This is an optimization exercise on Yosys and OpenROAD, whose aim is small area, not a production implementation. Only simulation tests tie the RTL to the original design; equivalence was not proved. Power and IR drop assume default switching activity.

==> design.v <==
`default_nettype none
package denise_pkg;
  typedef enum logic [3:0] {
    OP_NONE,
    OP_STRHOR,
    OP_CLXCON,
    OP_SPRPOS,
    OP_SPRCTL,
    OP_SPRDATA,
    OP_SPRDATB,
    OP_COLOR,
    OP_CLXDAT_RD,
    OP_ID_RD
  } reg_op_e;
  typedef struct packed {
    reg_op_e     op;
    logic [4:0]  idx;
    logic [15:0] data;
  } bus_cmd_t;
  typedef struct packed {
    logic [1:0] pix;
  } spr_pix_t;
  typedef logic [4-1:0] clx_grp_t;
endpackage
`default_nettype wire
`timescale 1ns/1ps
`default_nettype none
module reg_decoder
(
  input  logic                    clk,
  input  logic                    reset,
  input  logic [7:0]              rga,
  input  logic [15:0]             db_in,
  output denise_pkg::bus_cmd_t                cmd,
  output logic [8-1:0] spr_sel
);
  localparam logic [8:0] A_CLXDAT   = 9'h00E;
  localparam logic [8:0] A_STRHOR   = 9'h03C;
  localparam logic [8:0] A_ID       = 9'h07C;
  localparam logic [8:0] A_CLXCON   = 9'h098;
  localparam logic [8:0] A_SPR_BASE = 9'h140;
  localparam logic [8:0] A_COLOR    = 9'h180;
  logic [7:0]              rga_q;
  logic [15:0]             db_q;
  denise_pkg::reg_op_e                 op_next;
  logic [8-1:0] sel_next;
  always_ff @(posedge clk) begin
    if (reset) begin
      rga_q <= '0;
    end else begin
      rga_q <= rga;
    end
    db_q <= db_in;
  end
  always_comb begin
    op_next  = denise_pkg::OP_NONE;
    sel_next = '0;
    if (rga_q == A_CLXDAT[8:1]) begin
      op_next = denise_pkg::OP_CLXDAT_RD;
    end else if (rga_q == A_STRHOR[8:1]) begin
      op_next = denise_pkg::OP_STRHOR;
    end else if (rga_q == A_ID[8:1]) begin
      op_next = denise_pkg::OP_ID_RD;
    end else if (rga_q == A_CLXCON[8:1]) begin
      op_next = denise_pkg::OP_CLXCON;
    end else if (rga_q[7:5] == A_SPR_BASE[8:6]) begin
      case (rga_q[1:0])
        2'd0:    op_next = denise_pkg::OP_SPRPOS;
        2'd1:    op_next = denise_pkg::OP_SPRCTL;
        2'd2:    op_next = denise_pkg::OP_SPRDATA;
        default: op_next = denise_pkg::OP_SPRDATB;
      endcase
      sel_next[rga_q[4:2]] = 1'b1;
    end else if (rga_q[7:5] == A_COLOR[8:6]) begin
      op_next = denise_pkg::OP_COLOR;
    end
  end
  always_ff @(posedge clk) begin
    if (reset) begin
      cmd.op  <= denise_pkg::OP_NONE;
      spr_sel <= '0;
    end else begin
      cmd.op  <= op_next;
      spr_sel <= sel_next;
    end
    cmd.idx  <= rga_q[4:0];
    cmd.data <= db_q;
  end
endmodule
`default_nettype wire
`timescale 1ns/1ps
`default_nettype none
module beam_counter
(
  input  logic              clk,
  input  logic              reset,
  input  denise_pkg::bus_cmd_t          cmd,
  output logic [9-1:0] hpos,
  output logic              line_start
);
  always_ff @(posedge clk) begin
    if (reset) begin
      hpos       <= '0;
      line_start <= 1'b0;
    end else begin
      if (cmd.op == denise_pkg::OP_STRHOR) begin
        hpos <= 9'd2;
      end else begin
        hpos <= hpos + 1'b1;
      end
      line_start <= (hpos == 9'd32);
    end
  end
endmodule
`default_nettype wire
`timescale 1ns/1ps
`default_nettype none
module sprite_channel
#(
  parameter int SPR_NUM = 0
) (
  input  logic               clk,
  input  logic               reset,
  input  denise_pkg::bus_cmd_t           cmd,
  input  logic               sel,
  input  logic [9-1:0] hpos,
  output logic [1:0]         pix
);
  logic [9-1:0]     start;
  logic                   armed;
  logic [16-1:0] data_a;
  logic [16-1:0] data_b;
  logic [3:0]             run_cnt;
  logic                   match;
  logic                   shift_en;
  assign match    = armed && (hpos == start);
  assign shift_en = match || (run_cnt != 4'd0);
  always_ff @(posedge clk) begin
    if (reset) begin
      start   <= '0;
      armed   <= 1'b0;
      run_cnt <= '0;
      pix     <= '0;
    end else begin
      if (sel && cmd.op == denise_pkg::OP_SPRPOS) begin
        start[8:1] <= cmd.data[7:0];
      end
      if (sel && cmd.op == denise_pkg::OP_SPRCTL) begin
        start[0] <= cmd.data[0];
        armed    <= 1'b0;
      end else if (sel && cmd.op == denise_pkg::OP_SPRDATA) begin
        armed <= 1'b1;
      end
      if (match) begin
        run_cnt <= 4'd1;
      end else if (shift_en) begin
        run_cnt <= run_cnt + 1'b1;
      end
      if (shift_en) begin
        pix <= {data_b[16-1], data_a[16-1]};
      end else begin
        pix <= 2'b00;
      end
    end
  end
  always_ff @(posedge clk) begin
    if (sel && cmd.op == denise_pkg::OP_SPRDATA) begin
      data_a <= cmd.data;
    end else if (shift_en) begin
      data_a <= {data_a[16-2:0], data_a[16-1]};
    end
    if (sel && cmd.op == denise_pkg::OP_SPRDATB) begin
      data_b <= cmd.data;
    end else if (shift_en) begin
      data_b <= {data_b[16-2:0], data_b[16-1]};
    end
  end
endmodule
`default_nettype wire
`timescale 1ns/1ps
`default_nettype none
module sprite_priority
(
  input  logic                               clk,
  input  logic                               reset,
  input  denise_pkg::bus_cmd_t                           cmd,
  input  logic [2*8-1:0]          pix,
  output logic [5-1:0]             clut_idx,
  output denise_pkg::clx_grp_t                           clx_grp
);
  logic [4-1:0]  ensp;
  logic [5-1:0] idx_next;
  denise_pkg::clx_grp_t               grp_next;
  always_ff @(posedge clk) begin
    if (reset) begin
      ensp <= '0;
    end else if (cmd.op == denise_pkg::OP_CLXCON) begin
      ensp <= cmd.data[15:12];
    end
  end
  always_comb begin
    idx_next = '0;
    for (int k = 4 - 1; k >= 0; k--) begin
      if (pix[4*k +: 2] != 2'b00) begin
        idx_next = {1'b1, 2'(k), pix[4*k +: 2]};
      end else if (pix[4*k+2 +: 2] != 2'b00) begin
        idx_next = {1'b1, 2'(k), pix[4*k+2 +: 2]};
      end
    end
  end
  always_comb begin
    grp_next = '0;
    for (int k = 0; k < 4; k++) begin
      grp_next[k] = (pix[4*k +: 2] != 2'b00) ||
                    ((pix[4*k+2 +: 2] != 2'b00) && ensp[k]);
    end
  end
  always_ff @(posedge clk) begin
    if (reset) begin
      clx_grp <= '0;
    end else begin
      clx_grp <= grp_next;
    end
    clut_idx <= idx_next;
  end
endmodule
`default_nettype wire
`timescale 1ns/1ps
`default_nettype none
module register_readback
(
  input  logic        clk,
  input  logic        reset,
  input  denise_pkg::bus_cmd_t    cmd,
  input  denise_pkg::clx_grp_t    clx_grp,
  output logic [15:0] db_out,
  output logic        db_oen
);
  logic [5:0] clx_q;
  logic [5:0] clx_new;
  assign clx_new = {clx_grp[2] & clx_grp[3],
                    clx_grp[1] & clx_grp[3],
                    clx_grp[1] & clx_grp[2],
                    clx_grp[0] & clx_grp[3],
                    clx_grp[0] & clx_grp[2],
                    clx_grp[0] & clx_grp[1]};
  always_ff @(posedge clk) begin
    if (reset) begin
      clx_q <= '0;
    end else if (cmd.op == denise_pkg::OP_CLXDAT_RD) begin
      clx_q <= '0;
    end else begin
      clx_q <= clx_q | clx_new;
    end
  end
  always_ff @(posedge clk) begin
    if (cmd.op == denise_pkg::OP_CLXDAT_RD) begin
      db_out <= {1'b0, clx_q, 9'b0};
    end else if (cmd.op == denise_pkg::OP_ID_RD) begin
      db_out <= 16'hFFFC;
    end
  end
  always_ff @(posedge clk) begin
    if (reset) begin
      db_oen <= 1'b0;
    end else begin
      db_oen <= (cmd.op == denise_pkg::OP_CLXDAT_RD) || (cmd.op == denise_pkg::OP_ID_RD);
    end
  end
endmodule
`default_nettype wire
`timescale 1ns/1ps
`default_nettype none
module color_output
(
  input  logic                   clk,
  input  logic                   reset,
  input  denise_pkg::bus_cmd_t               cmd,
  input  logic [5-1:0] clut_idx,
  input  logic                   line_start,
  output logic [3:0]             red,
  output logic [3:0]             green,
  output logic [3:0]             blue,
  output logic                   sol
);
  logic [12-1:0] clut_mem [32];
  logic [12-1:0] clut_rd;
  logic [12-1:0] rgb_q;
  logic [1:0]        sol_dly;
  always_ff @(posedge clk) begin
    if (cmd.op == denise_pkg::OP_COLOR) begin
      clut_mem[cmd.idx] <= cmd.data[12-1:0];
    end
  end
  always_ff @(posedge clk) begin
    clut_rd <= clut_mem[clut_idx];
  end
  always_ff @(posedge clk) begin
    if (reset) begin
      rgb_q   <= '0;
      sol_dly <= '0;
      sol     <= 1'b0;
    end else begin
      rgb_q   <= clut_rd;
      sol_dly <= {sol_dly[0], line_start};
      sol     <= sol_dly[1];
    end
  end
  assign red   = rgb_q[11:8];
  assign green = rgb_q[7:4];
  assign blue  = rgb_q[3:0];
endmodule
`default_nettype wire
`timescale 1ns/1ps
`default_nettype none
module denise_top
(
  input  logic        clk,
  input  logic        reset,
  input  logic [7:0]  rga,
  input  logic [15:0] db_in,
  output logic [15:0] db_out,
  output logic        db_oen,
  output logic [3:0]  red,
  output logic [3:0]  green,
  output logic [3:0]  blue,
  output logic        sol
);
  denise_pkg::bus_cmd_t                    cmd;
  logic [8-1:0]     spr_sel;
  logic [9-1:0]          hpos;
  logic                        line_start;
  logic [2*8-1:0]   spr_pix;
  logic [5-1:0]      clut_idx;
  denise_pkg::clx_grp_t                    clx_grp;
  reg_decoder u_dec (
    .clk     (clk),
    .reset   (reset),
    .rga     (rga),
    .db_in   (db_in),
    .cmd     (cmd),
    .spr_sel (spr_sel)
  );
  beam_counter u_beam (
    .clk        (clk),
    .reset      (reset),
    .cmd        (cmd),
    .hpos       (hpos),
    .line_start (line_start)
  );
  for (genvar i = 0; i < 8; i++) begin : g_spr
    sprite_channel #(
      .SPR_NUM (i)
    ) u_spr (
      .clk   (clk),
      .reset (reset),
      .cmd   (cmd),
      .sel   (spr_sel[i]),
      .hpos  (hpos),
      .pix   (spr_pix[2*i +: 2])
    );
  end
  sprite_priority u_prio (
    .clk      (clk),
    .reset    (reset),
    .cmd      (cmd),
    .pix      (spr_pix),
    .clut_idx (clut_idx),
    .clx_grp  (clx_grp)
  );
  register_readback u_rdbk (
    .clk     (clk),
    .reset   (reset),
    .cmd     (cmd),
    .clx_grp (clx_grp),
    .db_out  (db_out),
    .db_oen  (db_oen)
  );
  color_output u_color (
    .clk        (clk),
    .reset      (reset),
    .cmd        (cmd),
    .clut_idx   (clut_idx),
    .line_start (line_start),
    .red        (red),
    .green      (green),
    .blue       (blue),
    .sol        (sol)
  );
endmodule
`default_nettype wire
==> run.sh <==
#!/bin/bash
# synth_recipe.tcl (not shown) runs the flow's synth.tcl, then flattens the netlist and writes it again
# the make line also repeats each setting of config.mk as NAME=value (left out here)
make -C /OpenROAD-flow-scripts/flow DESIGN_CONFIG=/design/flow/config.mk WORK_HOME=/design/flow/orfs CLKGATE_MAP_FILE= SYNTH_SCRIPT=/design/flow/synth_recipe.tcl finish
==> config.mk <==
export PLATFORM = sky130hd
export DESIGN_NAME = denise_top
export DESIGN_NICKNAME = denise_top
export VERILOG_FILES = /design/flow/design.v
export SDC_FILE = /design/flow/constraint.sdc
export NUM_CORES = 4
export LEC_CHECK = 0
export CAP_MARGIN = 20
export CORE_MARGIN = 2
export CORE_UTILIZATION = 40
export SLEW_MARGIN = 20
==> constraint.sdc <==
create_clock -name core_clock -period 4.0 [get_ports {clk}]
set_input_delay 0.8000 -clock core_clock [delete_from_list [all_inputs] [get_ports {clk}]]
set_output_delay 0.8000 -clock core_clock [all_outputs]
set_load 0.01 [all_outputs]
==> results_dict.tcl <==
set metrics [dict create \
    ir_drop_v 0.000337 \
    clockRootBuffer "clkbuf_16" \
    cts_setup_buffers 0 \
    routed_wirelength_mm 83.7 \
    finalWeightedCongestion 0.808 \
    dp_hpwl_mm 50.0 \
    ys.flop_type "edfxtp_1" \
    antennaDiodeCount 0 \
    dieArea_um2 91200 \
    rsz0062_at_grt "false" \
    yosysMostFrequentCell "edfxtp_1" \
    setup_ws_ns 1.03 \
    cp.required_ns 4.24 \
    grt_overflow 0 \
    fin_skew_ns 0.0257 \
    stdcell_area_um2 40200 \
    crit_fanout 12 \
    grt_usage 0.183 \
    avgRoutedWirePerCell_um 22.5 \
    ys_warn_count 13 \
    crit_top_cell "nand2_1" \
    crit_path_max_incr_delay_ns 0.97 \
    placed_cell_area_um2 37300 \
    hp-class "register to register" \
    io_pins 56 \
    critPathTopFamily "simple AND/OR/NAND/NOR gates" \
    worst_path_max_delay_cell "nor2_1" \
    synth_top_area_cell "edfxtp_1" \
    ys_types 51 \
    period_needed_ns 2.97 \
    path_clk_slew_ns 0.06 \
    grt_pass1_wl_mm 126 \
    synth_area_um2 35500 \
    cp.arrival_ns 3.21 \
    r2r_cells 4 \
    drt_iter0_drc 1607 \
    core-area_um2 88200 \
    ys_ff_latch 889 \
    cap_violations 0 \
    period_share 0.744 \
    multi_input_area_um2 10400 \
    cts_resized 0 \
    ys_top_cells_by_count "edfxtp_1 (646), dfxtp_1 (243), mux2i_1 (212), mux2_2 (198), nand2_1 (134)" \
    synth_edf_count 646 \
    synth-async-reset-ratio 0 \
    dr_total_vias 19721 \
    die_y_um 302 \
    area_delta_synth_final_pct 13.3 \
    fill_cells 7702 \
    max_slew.worst_pin.slew_ns 1.10 \
    syn_inst 2433 \
    clock_latency_ns 0.64 \
    crit_buf_inv 0 \
    cts_tree "done" \
    final_nets 2538 \
    vias_per_cell 5.29 \
    grt_antenna_before_repair 0 \
    grt_pass1_vias 20242 \
    regArea_um2 24300 \
    finalSetupViolCount 0 \
    die_w_um 302 \
    ys_seq_area_frac 0.683 \
    crit_chain "nand2_1 > nor3_1 > nand2_1 > nor2_1" \
    post-route-drc-count 0 \
    final_core_util 0.456 \
    hold_ws_ns 0.323 \
    syn_area_per_cell_um2 14.6 \
    slew_viol_final 0 \
    portBuffers 53 \
    cts_num_sinks 889 \
    clock_path_buffers 3 \
    ys_top_cells_by_area "edfxtp_1 (55%), dfxtp_1 (14%), mux2_2 (6.3%)" \
    grt_max_degree 116 \
    power_mw 22.8 \
    crit_type "register to register" \
    crit_path_end_kind "register" \
    power.leakage_nw 13.2 \
    first_pass_iters 5 \
    fin_setup_tns_ns 0 \
    initial_core_util 0.403 \
    final_antenna_net_count 0 \
    power.density_nw_per_um2 567 \
    ctsHoldBuffers 0 \
    dpl.cell_count 3557 \
    path_depth 4 \
    dpl_worst_slack_ns 1.07 \
    relSlewSlack 0.270 \
    yosysTopAreaCellShare 0.546 \
    fin_cells 3728 \
    htreeDepth 3 \
    fmax_mhz 336 \
    cts_buffers 92 \
    status "complete, no violations" \
    startpoint_type "register" \
    hold_viol_final 0 \
    drive_gt1_frac 0.170 \
    placementRows 109 \
    whs_path_depth 0 \
]
## final timing paths
path / start / endpoint / slack [ns]
max reg2reg: u_dec.cmd[21]$_SDFF_PP0_ / u_color.clut_mem[18][1]$_DFFE_PP_ / 1.03
max: u_dec.cmd[21]$_SDFF_PP0_ / u_color.clut_mem[18][1]$_DFFE_PP_ / 1.03
min reg2reg: u_dec.db_q[9]$_DFF_P_ / u_dec.cmd[9]$_DFF_P_ / 0.32
min: u_dec.db_q[9]$_DFF_P_ / u_dec.cmd[9]$_DFF_P_ / 0.32
## layout make-up
cell class,count,area share
Timing Repair Buffer,106,0.0240
Multi-Input combinational cell,1359,0.259
Clock buffer,119,0.0619
Tap cell,1165,0.0362
Sequential cell,889,0.604
Inverter,38,0.00355
Clock inverter,52,0.0114
## where the power goes
| part | internal [mW] | total [mW] | switching [mW] |
|---|---|---|---|
| clock network | 4.80 | 8.33 | 3.53 |
| registers | 10.6 | 11.0 | 0.408 |
| logic | 1.38 | 3.48 | 2.10 |
## state kept, by name, summed over array words and instances, names as in the netlist, 5 cells and up
register             cells
u_color.clut_mem       384
g_spr.u_spr.data_a     128
g_spr.u_spr.data_b     128
g_spr.u_spr.start       72
g_spr.u_spr.run_cnt     32
u_dec.cmd               25
g_spr.u_spr.pix         16
u_dec.db_q              16
u_color.clut_rd         12
u_color.rgb_q           12
u_beam.hpos              9
g_spr.u_spr.armed        8
u_dec.rga_q              8
u_dec.spr_sel            8
u_rdbk.db_out            7
u_rdbk.clx_q             6
u_prio.clut_idx          5
## cell families (layout without fill, tap and decap cells)
logic type               after synthesis  count (layout)  share of synthesized area
buffers and inverters                186             315                     0.0243
flip-flops                           889             889                      0.683
XOR/XNOR                             105             105                     0.0259
adder cells (fa/ha/maj)               26              26                    0.00916
multiplexers                         469             469                      0.141
AO/OA/AOI/OAI                        215             215                     0.0379
other                                  1               2                   0.000106
AND/OR/NAND/NOR                      542             542                     0.0784
## routing by layer
layer | vias up | GRT usage | routed length (um)
met5 | - | 0 | 0
met4 | 0 | 0.0532 | 2060
met3 | 119 | 0.0234 | 3120
met2 | 468 | 0.321 | 42400
met1 | 10011 | 0.238 | 36100
li1 | 9123 | - | -
## worst reg2reg max path, delay by kind of cell, from the launching register on
kind | cells | cell delay [ns]
simple gates | 4 | 1.92
flops | 1 | 0.66
## placed cells by master, fill, tap and decap left out, types with 6 or more instances in the layout
| cell | instances |
|---|---|
| edfxtp_1 | 646 |
| dfxtp_1 | 230 |
| mux2i_1 | 212 |
| mux2_2 | 198 |
| nand2_1 | 134 |
| a21oi_1 | 108 |
| nor2_1 | 107 |
| nand3_1 | 103 |
| clkbuf_16 | 93 |
| xnor2_1 | 81 |
| mux2_1 | 59 |
| clkdlybuf4s50_1 | 52 |
| buf_4 | 50 |
| a22oi_1 | 49 |
| inv_1 | 38 |
| nor3_1 | 35 |
| nor2b_1 | 32 |
| nand4_1 | 30 |
| nor3b_1 | 30 |
| ha_1 | 26 |
| a22o_1 | 24 |
| xor2_1 | 24 |
| clkbuf_1 | 19 |
| clkinv_2 | 19 |
| clkinv_1 | 16 |
| a31oi_1 | 14 |
| nor4_1 | 11 |
| nand2_2 | 9 |
| nand2b_1 | 8 |
| o21ai_0 | 8 |
| dfxtp_2 | 8 |
| nand2_4 | 7 |
| nor4_2 | 6 |
| and3_1 | 6 |
| clkbuf_8 | 6 |
| bufinv_16 | 6 |

separate check: timing with driven ports:
No port has a modelled driver above. Below, the same layout with a new extraction and two added sets of constraints.
Step 1: set_driving_cell puts a clkbuf_16 on clk and a buf_2 on each other input, an assumption about the parent block.
Step 2 times the ports against the registers' clock, not the clock port: input delays grow and output delays shrink by t, the midpoint of the rising clock arrivals with the driver on.
Three values: ideal, step 1, step 2; two values: the first two.
t (ns): 0.690
slack for setup (ns): 1.026 / 1.026 / 1.026
worst data-port slew with drivers (ns): 0.04
After both steps this run still meets setup and hold. For this run, drivers alone change the setup slack by 0.000 ns; drivers and shift together by 0.000 ns.
